Context: an optimization exercise on an open-source flow, tuned for small area. The choices shown serve that exercise and are no tape-out recipe.
In this exercise RTL edits were held to simulation tests only and were not proved equivalent to the original.
Power figures rest on the tool's default switching activity, not on a simulated workload. The flow treats the clock pin as an ideal source, which a real chip does not have.

==> inputs of wip/indigo <==
==> flow/design.v <==
module wb_trace_drain_row #(
    parameter int W = 102
) (
    input  logic [W-1:0] q,
    input  logic [W-1:0] d,
    input  logic         hold,
    input  logic         we,
    output logic [W-1:0] nx
);
    assign nx = (q & {W{hold}}) | (d & {W{we}});
endmodule
module wb_trace_drain_rdterm (
    input  logic [31:0] pc,
    input  logic [31:0] ir,
    input  logic [5:0]  rr,
    input  logic [31:0] wd,
    input  logic [3:0]  s,
    output logic [31:0] yn,
    output logic [5:0]  rn
);
    assign yn = ~((pc & {32{s[0]}}) | (ir & {32{s[1]}}) | (wd & {32{s[3]}}));
    assign rn = ~(rr & {6{s[2]}});
endmodule
module wb_trace_drain_rdmerge #(
    parameter int N = 16
) (
    input  logic [N*32-1:0] yn,
    input  logic [N*6-1:0]  rn,
    output logic [31:0]     data
);
    always_comb begin
        data = '0;
        for (int k = 0; k < N; k++) begin
            data       = data | ~yn[k*32 +: 32];
            data[5:0]  = data[5:0] | ~rn[k*6 +: 6];
        end
    end
endmodule
module wb_trace_drain #(
    parameter int          DEPTH       = 16,
    parameter int          MAX_COMMITS = 1200,
    parameter logic [31:0] BUBBLE_IR   = 32'hffffffff
) (
    input  logic              clk_in,
    input  logic              reset,
    input  logic [31:0]       wb_pc,
    input  logic [31:0]       wb_ir,
    input  logic              wb_rf_w,
    input  logic [4:0]        wb_rd,
    input  logic [31:0]       wb_wdata,
    input  logic              rd_ready,
    output logic [31:0]       rd_data,
    output logic              rd_valid,
    output logic              rd_last,
    output logic [15:0]       commit_count,
    output logic              overflow,
    output logic              done,
    output logic [0:0]        dbg_state
);
    localparam int            AW    = $clog2(DEPTH);
    localparam int            CW    = $clog2(MAX_COMMITS + 1);
    localparam logic [CW-1:0] MAX_C = CW'(MAX_COMMITS);
    localparam int            EW    = 102;
    logic [EW-1:0] mem_q [DEPTH];
    logic [EW-1:0] mem_d [DEPTH];
    logic [AW:0]   wr_ptr_q, rd_ptr_q;
    logic [1:0]    idx_q;
    logic          valid_q;
    logic [CW-1:0] count_q;
    logic          overflow_q, done_q;
    logic empty, full, more, qual, push, pop, xfer;
    logic [AW:0] wr_ptr_inc, rd_ptr_inc;
    logic [AW-1:0] nxt_ptr;
    logic [1:0]    nxt_idx;
    logic [31:0]   rd_word, rd_data_q;
    assign empty      = (wr_ptr_q == rd_ptr_q);
    assign full       = (wr_ptr_q[AW] != rd_ptr_q[AW]) &&
                        (wr_ptr_q[AW-1:0] == rd_ptr_q[AW-1:0]);
    assign rd_ptr_inc = rd_ptr_q + 1'b1;
    assign wr_ptr_inc = wr_ptr_q + 1'b1;
    assign more       = (rd_ptr_inc != wr_ptr_q);
    assign xfer = valid_q && rd_ready;
    assign pop  = xfer && (idx_q == 2'd3);
    assign qual = (wb_ir != BUBBLE_IR) && (count_q < MAX_C);
    assign push = qual && (!full || pop);
    assign nxt_ptr = pop ? rd_ptr_inc[AW-1:0] : rd_ptr_q[AW-1:0];
    assign nxt_idx = idx_q + {1'b0, xfer};
    logic [EW-1:0] entry_new;
    assign entry_new = {(wb_rf_w ? wb_wdata : 32'd0), wb_rf_w, wb_rd, wb_ir, wb_pc};
    logic [DEPTH-1:0] we;
    logic [DEPTH-1:0] s0, s1, s2, s3;
    logic [DEPTH*32-1:0] yn;
    logic [DEPTH*6-1:0]  rn;
    for (genvar k = 0; k < DEPTH; k++) begin : g_slot
        assign we[k] = push && (wr_ptr_q[AW-1:0] == AW'(k));
        wb_trace_drain_row #(.W(EW)) u_row (
            .q(mem_q[k]), .d(entry_new), .hold(!we[k]), .we(we[k]), .nx(mem_d[k])
        );
        always_ff @(posedge clk_in) mem_q[k] <= mem_d[k];
        logic rsel;
        assign rsel  = (nxt_ptr == AW'(k));
        assign s0[k] = rsel && (nxt_idx == 2'd0);
        assign s1[k] = rsel && (nxt_idx == 2'd1);
        assign s2[k] = rsel && (nxt_idx == 2'd2);
        assign s3[k] = rsel && (nxt_idx == 2'd3);
        wb_trace_drain_rdterm u_rd (
            .pc(mem_q[k][31:0]), .ir(mem_q[k][63:32]), .rr(mem_q[k][69:64]), .wd(mem_q[k][101:70]),
            .s({s3[k], s2[k], s1[k], s0[k]}), .yn(yn[k*32 +: 32]), .rn(rn[k*6 +: 6])
        );
    end
    wb_trace_drain_rdmerge #(.N(DEPTH)) u_merge (.yn(yn), .rn(rn), .data(rd_word));
    always_ff @(posedge clk_in) rd_data_q <= rd_word;
    always_ff @(posedge clk_in) begin
        if (!reset) begin
            wr_ptr_q   <= '0;
            rd_ptr_q   <= '0;
            idx_q      <= 2'd0;
            valid_q    <= 1'b0;
            count_q    <= '0;
            overflow_q <= 1'b0;
            done_q     <= 1'b0;
        end else begin
            if (push) wr_ptr_q <= wr_ptr_inc;
            if (pop)  rd_ptr_q <= rd_ptr_inc;
            if (xfer) idx_q    <= idx_q + 2'd1;
            if (!valid_q)  valid_q <= !empty;
            else if (pop)  valid_q <= more;
            if (qual) count_q <= count_q + 1'b1;
            if (qual && full && !pop) overflow_q <= 1'b1;
            if ((count_q == MAX_C) && empty && !valid_q) done_q <= 1'b1;
        end
    end
    assign rd_data      = rd_data_q;
    assign rd_valid     = valid_q;
    assign rd_last      = (idx_q == 2'd3);
    assign commit_count = 16'(count_q);
    assign overflow     = overflow_q;
    assign done         = done_q;
    assign dbg_state    = valid_q;
endmodule
==> flow/flow/run.sh <==
#!/bin/bash
# Layout flow: the standard ORFS flow, with a lighter clock tree (larger sink clusters,
# no dummy loads), small port buffers, and no very large buffers for the resizer after synthesis.
# The standard synthesis runs first, unchanged. Each tool's full output stays in orfs/logs;
# make's own output goes to make_synth.log and make_layout.log here.
set -euo pipefail
PLATFORM_DONT_USE="sky130_fd_sc_hd__probe_p_8 sky130_fd_sc_hd__probec_p_8 sky130_fd_sc_hd__lpflow_bleeder_1
 sky130_fd_sc_hd__lpflow_clkbufkapwr_1 sky130_fd_sc_hd__lpflow_clkbufkapwr_16 sky130_fd_sc_hd__lpflow_clkbufkapwr_2
 sky130_fd_sc_hd__lpflow_clkbufkapwr_4 sky130_fd_sc_hd__lpflow_clkbufkapwr_8 sky130_fd_sc_hd__lpflow_clkinvkapwr_1
 sky130_fd_sc_hd__lpflow_clkinvkapwr_16 sky130_fd_sc_hd__lpflow_clkinvkapwr_2 sky130_fd_sc_hd__lpflow_clkinvkapwr_4
 sky130_fd_sc_hd__lpflow_clkinvkapwr_8 sky130_fd_sc_hd__lpflow_decapkapwr_12 sky130_fd_sc_hd__lpflow_decapkapwr_3
 sky130_fd_sc_hd__lpflow_decapkapwr_4 sky130_fd_sc_hd__lpflow_decapkapwr_6 sky130_fd_sc_hd__lpflow_decapkapwr_8
 sky130_fd_sc_hd__lpflow_inputiso0n_1 sky130_fd_sc_hd__lpflow_inputiso0p_1 sky130_fd_sc_hd__lpflow_inputiso1n_1
 sky130_fd_sc_hd__lpflow_inputiso1p_1 sky130_fd_sc_hd__lpflow_inputisolatch_1 sky130_fd_sc_hd__lpflow_isobufsrc_1
 sky130_fd_sc_hd__lpflow_isobufsrc_16 sky130_fd_sc_hd__lpflow_isobufsrc_2 sky130_fd_sc_hd__lpflow_isobufsrc_4
 sky130_fd_sc_hd__lpflow_isobufsrc_8 sky130_fd_sc_hd__lpflow_isobufsrckapwr_16
 sky130_fd_sc_hd__lpflow_lsbuf_lh_hl_isowell_tap_1 sky130_fd_sc_hd__lpflow_lsbuf_lh_hl_isowell_tap_2
 sky130_fd_sc_hd__lpflow_lsbuf_lh_hl_isowell_tap_4 sky130_fd_sc_hd__lpflow_lsbuf_lh_isowell_4
 sky130_fd_sc_hd__lpflow_lsbuf_lh_isowell_tap_1 sky130_fd_sc_hd__lpflow_lsbuf_lh_isowell_tap_2
 sky130_fd_sc_hd__lpflow_lsbuf_lh_isowell_tap_4"
BIG_BUFFERS="sky130_fd_sc_hd__buf_8 sky130_fd_sc_hd__buf_12 sky130_fd_sc_hd__buf_16
 sky130_fd_sc_hd__bufbuf_8 sky130_fd_sc_hd__bufbuf_16 sky130_fd_sc_hd__bufinv_8 sky130_fd_sc_hd__bufinv_16"
CTS="-sink_clustering_enable -repair_clock_nets -buf_list sky130_fd_sc_hd__clkbuf_16"
CTS="$CTS -sink_clustering_size 30 -sink_clustering_max_diameter 100 -dont_use_dummy_load"

bash standard.sh synth > make_synth.log 2>&1
bash standard.sh "DONT_USE_CELLS=$(echo $PLATFORM_DONT_USE $BIG_BUFFERS)" \
    "CTS_ARGS=$CTS" \
    "BUFFER_PORTS_ARGS=-buffer_cell sky130_fd_sc_hd__buf_2" \
    finish > make_layout.log 2>&1
==> flow/standard.sh <==
#!/bin/bash
# synth_recipe.tcl (not shown) runs the flow's synth.tcl, then flattens the netlist and writes it again
# the make line also repeats each setting of config.mk as NAME=value (left out here)
make -C /OpenROAD-flow-scripts/flow DESIGN_CONFIG=/design/flow/config.mk WORK_HOME=/design/flow/orfs CLKGATE_MAP_FILE= SYNTH_SCRIPT=/design/flow/synth_recipe.tcl "${@:-finish}"
==> flow/config.mk <==
export PLATFORM = sky130hd
export DESIGN_NAME = wb_trace_drain
export DESIGN_NICKNAME = wb_trace_drain
export VERILOG_FILES = /design/flow/design.v
export SDC_FILE = /design/flow/constraint.sdc
export NUM_CORES = 4
export LEC_CHECK = 0
export CAP_MARGIN = 20
export CORE_MARGIN = 2
export CORE_UTILIZATION = 60
export SLEW_MARGIN = 20
export SYNTH_HIERARCHICAL = 1
==> flow/constraint.sdc <==
create_clock -name core_clock -period 5.0 [get_ports {clk_in}]
set_input_delay 1.0000 -clock core_clock [delete_from_list [all_inputs] [get_ports {clk_in}]]
set_output_delay 1.0000 -clock core_clock [all_outputs]
set_load 0.01 [all_outputs]
==> inputs of wip/ember, as changes to wip/indigo <==
==> flow/run.sh (new file) <==
#!/bin/bash
# synth_recipe.tcl (not shown) runs the flow's synth.tcl, then flattens the netlist and writes it again
# the make line also repeats each setting of config.mk as NAME=value (left out here)
make -C /OpenROAD-flow-scripts/flow DESIGN_CONFIG=/design/flow/config.mk WORK_HOME=/design/flow/orfs CLKGATE_MAP_FILE= SYNTH_SCRIPT=/design/flow/synth_recipe.tcl finish
CORE_UTILIZATION = 40   (was 60)
removed: flow/flow/run.sh
removed: flow/standard.sh
==> summary of the runs <==
- wip/ember went through all stages and came out clean. wip/indigo finished with timing, DRC and antenna clean.
- First-iteration DRC count: wip/ember is smaller than wip/indigo (13%).
- Against wip/indigo, the power of wip/ember is higher by 26%.
- In sequential cell count, wip/indigo and wip/ember do not differ.
- Against wip/indigo, the worst setup slack of wip/ember is higher by 100 ps.
- In wip/indigo the core utilization is higher than in wip/ember, by 16 points.
- Of wip/ember and wip/indigo, wip/indigo has the higher global-route usage (gap 12 points).
- Fmax: wip/ember is higher than wip/indigo (2.2%).
- Between wip/indigo and wip/ember, the lower design area is in wip/indigo (gap about 11%, measured against wip/ember).
==> figures <==
Final hold slack: wip/ember 472.4 ps; wip/indigo 468.1 ps
Run status: wip/ember no timing/DRC/antenna violations; wip/indigo no timing/DRC/antenna violations
Met3 track demand over resource in global routing: wip/ember 0.06450; wip/indigo 0.09847
Achievable frequency: wip/ember 0.2218 GHz; wip/indigo 0.2169 GHz
Total global routing track utilization: wip/ember 0.2889; wip/indigo 0.4089
Part of the total power dissipated in sequential elements: wip/ember 0.499; wip/indigo 0.630
Clock latency on the worst-skew pair: wip/ember 830 ps; wip/indigo 700 ps
Switching part of the total power: wip/ember 0.2484; wip/indigo 0.2557
Initial standard-cell utilization of the core: wip/ember 0.4036; wip/indigo 0.6052
Required arrival time at the worst endpoint: wip/ember 5670 ps; wip/indigo 5620 ps
Reported net switching power: wip/ember 8.453 mW; wip/indigo 6.892 mW
Layout Cells excl Fill: wip/ember 7242; wip/indigo 6224
Power share of the clock group: wip/ember 0.391; wip/indigo 0.242
Multi-input gate share of total cell area: wip/ember 0.3321; wip/indigo 0.3739
Placer's final routability congestion estimate: wip/ember 0.8880; wip/indigo 0.8972
Global-route wire length before repair: wip/ember 330800 um; wip/indigo 314500 um
Max VDD drop: wip/ember 0.3677 mV; wip/indigo 0.3097 mV

## static timing again, ports no longer ideal
In the flow no input, the clock included, has a driving cell. The finished layouts below were timed again as built, in two steps. Step 1: set_driving_cell puts a clkbuf_16 on clk_in and a buf_2 on each other input, an assumption about the parent block. Step 2 also shifts input and output timing later by t, the mid clock arrival at the registers, as if the neighbouring blocks saw the same clock. a / b / c = ideal ports / drivers / drivers and shift; a / b = the first two.
run | t, ns | setup slack, ns | worst register clock-pin slew, ns | worst slew at a driven data input, ns
wip/indigo | 0.749 | 0.390 / 0.390 / 0.242 | 0.12 / 0.12 | 0.15
wip/ember | 0.899 | 0.492 / 0.492 / -0.086 | 0.07 / 0.07 | 0.14
With both steps, setup timing fails in wip/ember, where it was met with ideal ports. For wip/ember, which loses most, drivers alone change the setup slack by 0.000 ns; drivers and shift together by -0.578 ns.
